Context: an optimization exercise on an open-source flow, tuned for small area. The choices shown serve that exercise and are no tape-out recipe. At most, simulation tests tie the RTL to the original design; equivalence was not proved. Power is estimated from default activity; no workload was simulated.

==> 01-26: inputs <==
// fft_peak_detect
module fft_peak_detect #(
    parameter int width   = 16,
    parameter int N_2     = 5,
    parameter int SKIP_DC = 1
) (
    input  logic                 clk,
    input  logic                 reset,
    input  logic                 in_valid,
    input  logic [2*width-1:0]   in_data,
    input  logic [2*width-1:0]   threshold,
    output logic                 busy,
    output logic                 result_valid,
    input  logic                 result_ack,
    output logic [N_2-1:0]       peak_idx,
    output logic [2*width-1:0]   peak_mag,
    output logic                 peak_found
);
Settings: LEC_CHECK=0, CAP_MARGIN=0, CORE_MARGIN=2, CORE_UTILIZATION=60, SLEW_MARGIN=0, SYNTH_HIERARCHICAL=1; clock period 8.0 ns.
standard.sh (not shown) runs the stock make flow with config.mk's settings and CLKGATE_MAP_FILE= SYNTH_SCRIPT=/design/flow/synth_recipe.tcl, a recipe that flattens the netlist after the stock synthesis.
==> flow/flow/run.sh <==
#!/bin/bash
set -e
export BUFFER_PORTS_ARGS="-buffer_cell sky130_fd_sc_hd__buf_1"
export CTS_ARGS="-sink_clustering_enable -repair_clock_nets -dont_use_dummy_load -buf_list sky130_fd_sc_hd__clkbuf_8 -sink_clustering_size 20"
bash standard.sh > standard.log 2>&1
==> inputs of 06-24, as changes to 01-26 <==
--- a/flow/design.v
+++ b/flow/design.v
@@ -25,15 +25,15 @@
     logic                  r_vld;       
     logic [3:0]            w_idx;       
     logic                  w_first;
     logic [PW:0]           w_gt;        
     logic                  w_upd;
     logic [PW-1:0]         r_max_mag;
     logic [3:0]            r_max_idx;
-    logic [PW:0]           w_fnd;       
+    logic                  w_sel;       
     logic                  r_found;
     assign w_hold = r_pos[5] & r_pos[1];
     always_ff @(posedge clk) begin
         if (!reset) begin
             r_pos <= '0;
         end else if (!r_pos[5]) begin
             r_pos <= r_pos + {5'd0, in_valid};
@@ -820,34 +820,32 @@
     assign m907 = t775 ^ g855;
     assign m908 = t777 ^ g879;
     assign m909 = t779 ^ g839;
     assign m910 = t781 ^ g881;
     assign m911 = t783 ^ g857;
     assign m912 = t785 ^ g883;
     assign w_mag = {m912, m911, m910, m909, m908, m907, m906, m905, m904, m903, m902, m901, m900, m899, m898, m897, m896, m895, m894, m893, m892, m891, m890, m889, m888, m887, m886, m885, ~s729, ~s727, ~c726, ~s725};
+    assign w_sel = in_valid && (r_pos[5:4] == 2'd0) && (r_pos[3:0] != 4'd0);
     always_ff @(posedge clk) begin
-        r_mag <= w_mag;
-        r_vld <= reset && in_valid && (r_pos[5:4] == 2'd0) && (r_pos[3:0] != 4'd0);
+        r_mag <= w_sel ? w_mag : threshold;
+        r_vld <= reset && w_sel;
     end
     assign w_idx   = r_pos[3:0] - 4'd1;
     assign w_first = (r_pos[3:0] == 4'd2);
-    assign w_gt[0]  = 1'b0;
-    assign w_fnd[0] = 1'b0;
+    assign w_gt[0] = !r_vld;
     for (genvar i = 0; i < PW; i++) begin : g_cmp
-        assign w_gt[i+1]  = (r_mag[i] & ~r_max_mag[i]) | ((r_mag[i] | ~r_max_mag[i]) & w_gt[i]);
-        assign w_fnd[i+1] = (r_max_mag[i] & ~threshold[i]) |
-                            ((r_max_mag[i] | ~threshold[i]) & w_fnd[i]);
+        assign w_gt[i+1] = (r_mag[i] & ~r_max_mag[i]) | ((r_mag[i] | ~r_max_mag[i]) & w_gt[i]);
     end
     assign w_upd = r_vld && (w_first || w_gt[PW]);
     always_ff @(posedge clk) begin
         if (w_upd) begin
             r_max_mag <= r_mag;
             r_max_idx <= w_idx;
         end
-        r_found <= w_fnd[PW];
+        r_found <= !w_gt[PW];
     end
     assign peak_mag   = r_max_mag;
     assign peak_idx   = {1'b0, r_max_idx};
     assign peak_found = r_found;
 endmodule
 module fpd_fa (
     input  logic a,
--- a/flow/config.mk
+++ b/flow/config.mk
@@ -4,9 +4,10 @@
 export VERILOG_FILES = /design/flow/design.v
 export SDC_FILE = /design/flow/constraint.sdc
 export NUM_CORES = 4
 export LEC_CHECK = 0
 export CAP_MARGIN = 0
 export CORE_MARGIN = 2
 export CORE_UTILIZATION = 60
+export GPL_TIMING_DRIVEN = 0
 export SLEW_MARGIN = 0
 export SYNTH_HIERARCHICAL = 1
==> summary of the runs <==
Between 01-26 and 06-24, the lower register-to-register slack is in 01-26 (gap 0.49 ns).
In clock-buffer cell count, 01-26 and 06-24 do not differ.
Of 06-24 and 01-26, 06-24 has the higher utilization (gap 0.69 points).
In flip-flop and latch count, 06-24 and 01-26 do not differ.
==> figures <==
                                                     06-24          01-26
Status                            timing/DRC/antenna clean  timing/DRC/antenna clean
Hold path startpoint                              r_mag[3]      r_mag[13]
Crit path buffers/inverters                              2              1
Start of the worst register-to-register path  r_max_mag[0]  r_max_mag[12]
Total combinational power                          3.48 mW        3.26 mW
Switching power summed over all nets               2.15 mW        1.95 mW
Power attributed to sequential cells              0.589 mW       0.688 mW
Via count of the first global-routing pass            7484           7657
Routed met2 length                                10800 um       10500 um
Post-place instance area                        0.0105 mm2     0.0107 mm2
Function not checked in 06-24: the RTL went through the layout flow alone.

==> v37 <==
Starting RTL as in the previous note.
Design fft_peak_detect, start of the top module:
module fft_peak_detect #(
    parameter int width   = 16,
    parameter int N_2     = 5,
    parameter int SKIP_DC = 1
) (
    input  logic                 clk,
    input  logic                 reset,
    input  logic                 in_valid,
    input  logic [2*width-1:0]   in_data,
    input  logic [2*width-1:0]   threshold,
    output logic                 busy,
    output logic                 result_valid,
    input  logic                 result_ack,
    output logic [N_2-1:0]       peak_idx,
    output logic [2*width-1:0]   peak_mag,
    output logic                 peak_found
);
==> flow/config.mk <==
export PLATFORM = sky130hd
export DESIGN_NAME = fft_peak_detect
export DESIGN_NICKNAME = fft_peak_detect
export VERILOG_FILES = /design/flow/design.v
export SDC_FILE = /design/flow/constraint.sdc
export NUM_CORES = 4
export LEC_CHECK = 0
export CAP_MARGIN = 0
export CORE_MARGIN = 2
export CORE_UTILIZATION = 60
export SLEW_MARGIN = 0
export SYNTH_HIERARCHICAL = 1
==> flow/constraint.sdc <==
create_clock -name core_clock -period 8.0 [get_ports {clk}]
set_input_delay 1.6000 -clock core_clock [delete_from_list [all_inputs] [get_ports {clk}]]
set_output_delay 1.6000 -clock core_clock [all_outputs]
set_load 0.01 [all_outputs]
==> flow/flow/run.sh <==
#!/bin/bash
set -e
export BUFFER_PORTS_ARGS="-buffer_cell sky130_fd_sc_hd__buf_1"
export CTS_ARGS="-sink_clustering_enable -repair_clock_nets -dont_use_dummy_load -buf_list sky130_fd_sc_hd__clkbuf_4 -sink_clustering_size 12"
bash standard.sh > standard.log 2>&1
==> inputs of v36, as changes to v37 <==
==> flow/flow/run.sh (replaced) <==
#!/bin/bash
set -e
export BUFFER_PORTS_ARGS="-buffer_cell sky130_fd_sc_hd__buf_1"
export CTS_ARGS="-sink_clustering_enable -repair_clock_nets -dont_use_dummy_load -buf_list sky130_fd_sc_hd__clkbuf_4 -sink_clustering_size 8"
bash standard.sh > standard.log 2>&1
==> comparison table <==
item                                                                                v37                   v36
Average routed wire per standard cell                                           17.6 µm               17.6 µm
Share of the synthesized area in compound gates (AO/OA/AOI/OAI)                   6.87%                 6.87%
Fraction of synthesized cell area taken by the top area cell type                 42.5%                 42.5%
Routing usage on met3                                                             5.17%                 5.17%
Path class of the lowest-slack min-delay path                      register to register  register to register
Final worst setup slack                                                        0.919 ns              0.919 ns
Post-route setup TNS                                                               0 ns                  0 ns
First-pass GRT wire length                                                     38700 µm              38700 µm
Min-delay src                                                         r_mag[13]$_DFF_P_     r_mag[13]$_DFF_P_
Switching power summed over all nets                                            1.93 mW               1.93 mW
Data arrival time of the worst path                                             7.43 ns               7.43 ns
Instance area after placement                                                 10700 µm²             10700 µm²
Slew at the pin with the worst max-slew slack                                   1.15 ns               1.15 ns
Met2 Resource Use GR                                                              43.8%                 43.8%
Ratio of cells with drive above 1 in the final layout                             4.94%                 4.94%
CLK BUF                                                                               9                     9
Result of the run                                                        finished clean        finished clean
Slowest Stage Delay on Critical Path                                            0.60 ns               0.60 ns
Power attributed to sequential cells                                             687 µW                687 µW
Fraction of power consumed by combinational cells                                 79.4%                 79.4%
Post-synthesis instance area                                                   9930 µm²              9930 µm²

==> inputs of 10-12 <==
Another version of the RTL of fft_peak_detect (not shown whole).
clock: 8.0 ns
lec_check: 0
cap_margin: 0
core_margin: 2
core_utilization: 75
gpl_timing_driven: 0
place_density: 0.8
slew_margin: 0
synth_hierarchical: 1
==> flow/flow/run.sh <==
#!/bin/bash
set -e
export REMOVE_ABC_BUFFERS=1
export BUFFER_PORTS_ARGS="-buffer_cell sky130_fd_sc_hd__buf_1"
export CTS_ARGS="-sink_clustering_enable -repair_clock_nets -dont_use_dummy_load -root_buf sky130_fd_sc_hd__clkbuf_4 -buf_list sky130_fd_sc_hd__clkbuf_8 -sink_clustering_size 20"
bash standard.sh > standard.log 2>&1
==> 01-09: changes against 10-12 <==
==> flow/flow/run.sh (replaced) <==
#!/bin/bash
set -e
export REMOVE_ABC_BUFFERS=1
export BUFFER_PORTS_ARGS="-buffer_cell sky130_fd_sc_hd__buf_1"
export CTS_ARGS="-sink_clustering_enable -repair_clock_nets -dont_use_dummy_load -buf_list sky130_fd_sc_hd__clkbuf_8 -sink_clustering_size 20"
bash standard.sh > standard.log 2>&1
Settings changed: CORE_UTILIZATION 75 to 85, PLACE_DENSITY 0.8 to 0.9.
==> 05-02: changes against 10-12 <==
--- a/flow/design.v
+++ b/flow/design.v
@@ -25,16 +25,17 @@
     logic                  r_vld;       
     logic [3:0]            w_idx;       
     logic                  w_first;
     logic [PW:0]           w_gt;        
     logic                  w_upd;
     logic [PW-1:0]         r_max_mag;
     logic [3:0]            r_max_idx;
     logic                  w_sel;       
+    logic                  r_found;
     assign w_hold = r_pos[5] & r_pos[1];
     always_ff @(posedge clk) begin
         if (!reset) begin
             r_pos <= '0;
         end else if (!r_pos[5]) begin
             r_pos <= r_pos + {5'd0, in_valid};
         end else if (!r_pos[1]) begin
             r_pos <= r_pos + 6'd1;
@@ -797,20 +798,21 @@
         assign w_gt[i+1] = (r_mag[i] & ~r_max_mag[i]) | ((r_mag[i] | ~r_max_mag[i]) & w_gt[i]);
     end
     assign w_upd = r_vld && (w_first || w_gt[PW]);
     always_ff @(posedge clk) begin
         if (w_upd) begin
             r_max_mag <= r_mag;
             r_max_idx <= w_idx;
         end
+        r_found <= !w_gt[PW];
     end
     assign peak_mag   = r_max_mag;
     assign peak_idx   = {1'b0, r_max_idx};
-    assign peak_found = !w_gt[PW];
+    assign peak_found = r_found;
 endmodule
 module fpd_fa (
     input  logic a,
     input  logic b,
     input  logic c,
     output logic s,
     output logic co
 );
==> flow/flow/run.sh (replaced) <==
#!/bin/bash
set -e
export BUFFER_PORTS_ARGS="-buffer_cell sky130_fd_sc_hd__buf_1"
export CTS_ARGS="-sink_clustering_enable -repair_clock_nets -dont_use_dummy_load -buf_list sky130_fd_sc_hd__clkbuf_8 -sink_clustering_size 40 -sink_clustering_max_diameter 120"
bash standard.sh > standard.log 2>&1
Settings changed: CORE_UTILIZATION 75 to 60, PLACE_DENSITY 0.8 to default.
==> 07-19: changes against 10-12 <==
--- a/flow/design.v
+++ b/flow/design.v
@@ -25,16 +25,17 @@
     logic                  r_vld;       
     logic [3:0]            w_idx;       
     logic                  w_first;
     logic [PW:0]           w_gt;        
     logic                  w_upd;
     logic [PW-1:0]         r_max_mag;
     logic [3:0]            r_max_idx;
     logic                  w_sel;       
+    logic                  r_found;
     assign w_hold = r_pos[5] & r_pos[1];
     always_ff @(posedge clk) begin
         if (!reset) begin
             r_pos <= '0;
         end else if (!r_pos[5]) begin
             r_pos <= r_pos + {5'd0, in_valid};
         end else if (!r_pos[1]) begin
             r_pos <= r_pos + 6'd1;
@@ -797,20 +798,21 @@
         assign w_gt[i+1] = (r_mag[i] & ~r_max_mag[i]) | ((r_mag[i] | ~r_max_mag[i]) & w_gt[i]);
     end
     assign w_upd = r_vld && (w_first || w_gt[PW]);
     always_ff @(posedge clk) begin
         if (w_upd) begin
             r_max_mag <= r_mag;
             r_max_idx <= w_idx;
         end
+        r_found <= !w_gt[PW];
     end
     assign peak_mag   = r_max_mag;
     assign peak_idx   = {1'b0, r_max_idx};
-    assign peak_found = !w_gt[PW];
+    assign peak_found = r_found;
 endmodule
 module fpd_fa (
     input  logic a,
     input  logic b,
     input  logic c,
     output logic s,
     output logic co
 );
==> flow/flow/run.sh (replaced) <==
#!/bin/bash
set -e
export REMOVE_ABC_BUFFERS=1
export BUFFER_PORTS_ARGS="-buffer_cell sky130_fd_sc_hd__buf_1"
export CTS_ARGS="-sink_clustering_enable -repair_clock_nets -dont_use_dummy_load -buf_list sky130_fd_sc_hd__clkbuf_8 -sink_clustering_size 20"
bash standard.sh > standard.log 2>&1
Settings changed: CORE_UTILIZATION 75 to 60, PLACE_DENSITY 0.8 to default.
==> notes <==
10-12 passed the timing, DRC and antenna checks. 01-09 produced a clean layout. 07-19 finished with timing, DRC and antenna clean. 05-02 completed with no timing, DRC or antenna violations.
The highest worst hold slack belongs to 10-12, the lowest to 07-19.
In synthesized cell count, 10-12 and 05-02 hardly differ.
Between 10-12 and 01-09, the lower register-to-register slack is in 01-09 (gap 0.50 ns).
Between 05-02 and 01-09, the lower design area is in 01-09 (gap about 2.8%, measured against 01-09).

==> port drivers added, routing unchanged <==
No port has a modelled driver above. Below, the same layouts with a new extraction and two added sets of constraints.
Step 1 (the two cells are an assumption about what drives the block):
set clk [get_ports {clk}]
set_driving_cell -lib_cell sky130_fd_sc_hd__clkbuf_16 $clk
set_driving_cell -lib_cell sky130_fd_sc_hd__buf_2 [delete_from_list [all_inputs] $clk]
Step 2 times the ports against the registers' clock, not the clock port: input delays grow and output delays shrink by t, the midpoint of the rising clock arrivals with the driver on.
Slacks: ideal / step 1 / step 2; pairs: ideal / step 1.
| run | t, ns | setup slack, ns | clock arrival spread, ns | worst register clock-pin slew, ns |
|---|---|---|---|---|
| 01-26 | 0.364 | 0.863 / 0.872 / 0.508 | 0.016 / 0.016 | 0.07 / 0.07 |
| 06-24 | 0.369 | 0.780 / 0.788 / 0.419 | 0.018 / 0.018 | 0.08 / 0.08 |
| v37 | 0.427 | 0.919 / 0.930 / 0.503 | 0.026 / 0.026 | 0.11 / 0.11 |
| v36 | 0.427 | 0.919 / 0.930 / 0.503 | 0.026 / 0.026 | 0.11 / 0.11 |
| 10-12 | 0.432 | 0.273 / 0.275 / -0.157 | 0.031 / 0.031 | 0.11 / 0.11 |
| 01-09 | 0.365 | 0.171 / 0.178 / -0.188 | 0.016 / 0.017 | 0.08 / 0.08 |
| 05-02 | 0.375 | 0.313 / 0.323 / -0.052 | 0.023 / 0.022 | 0.08 / 0.08 |
| 07-19 | 0.373 | 0.531 / 0.545 / 0.172 | 0.019 / 0.019 | 0.08 / 0.08 |
With both steps, setup timing fails in 10-12, 01-09 and 05-02, where it was met with ideal ports. For 10-12, which loses most, drivers alone change the setup slack by +0.002 ns; drivers and shift together by -0.430 ns.
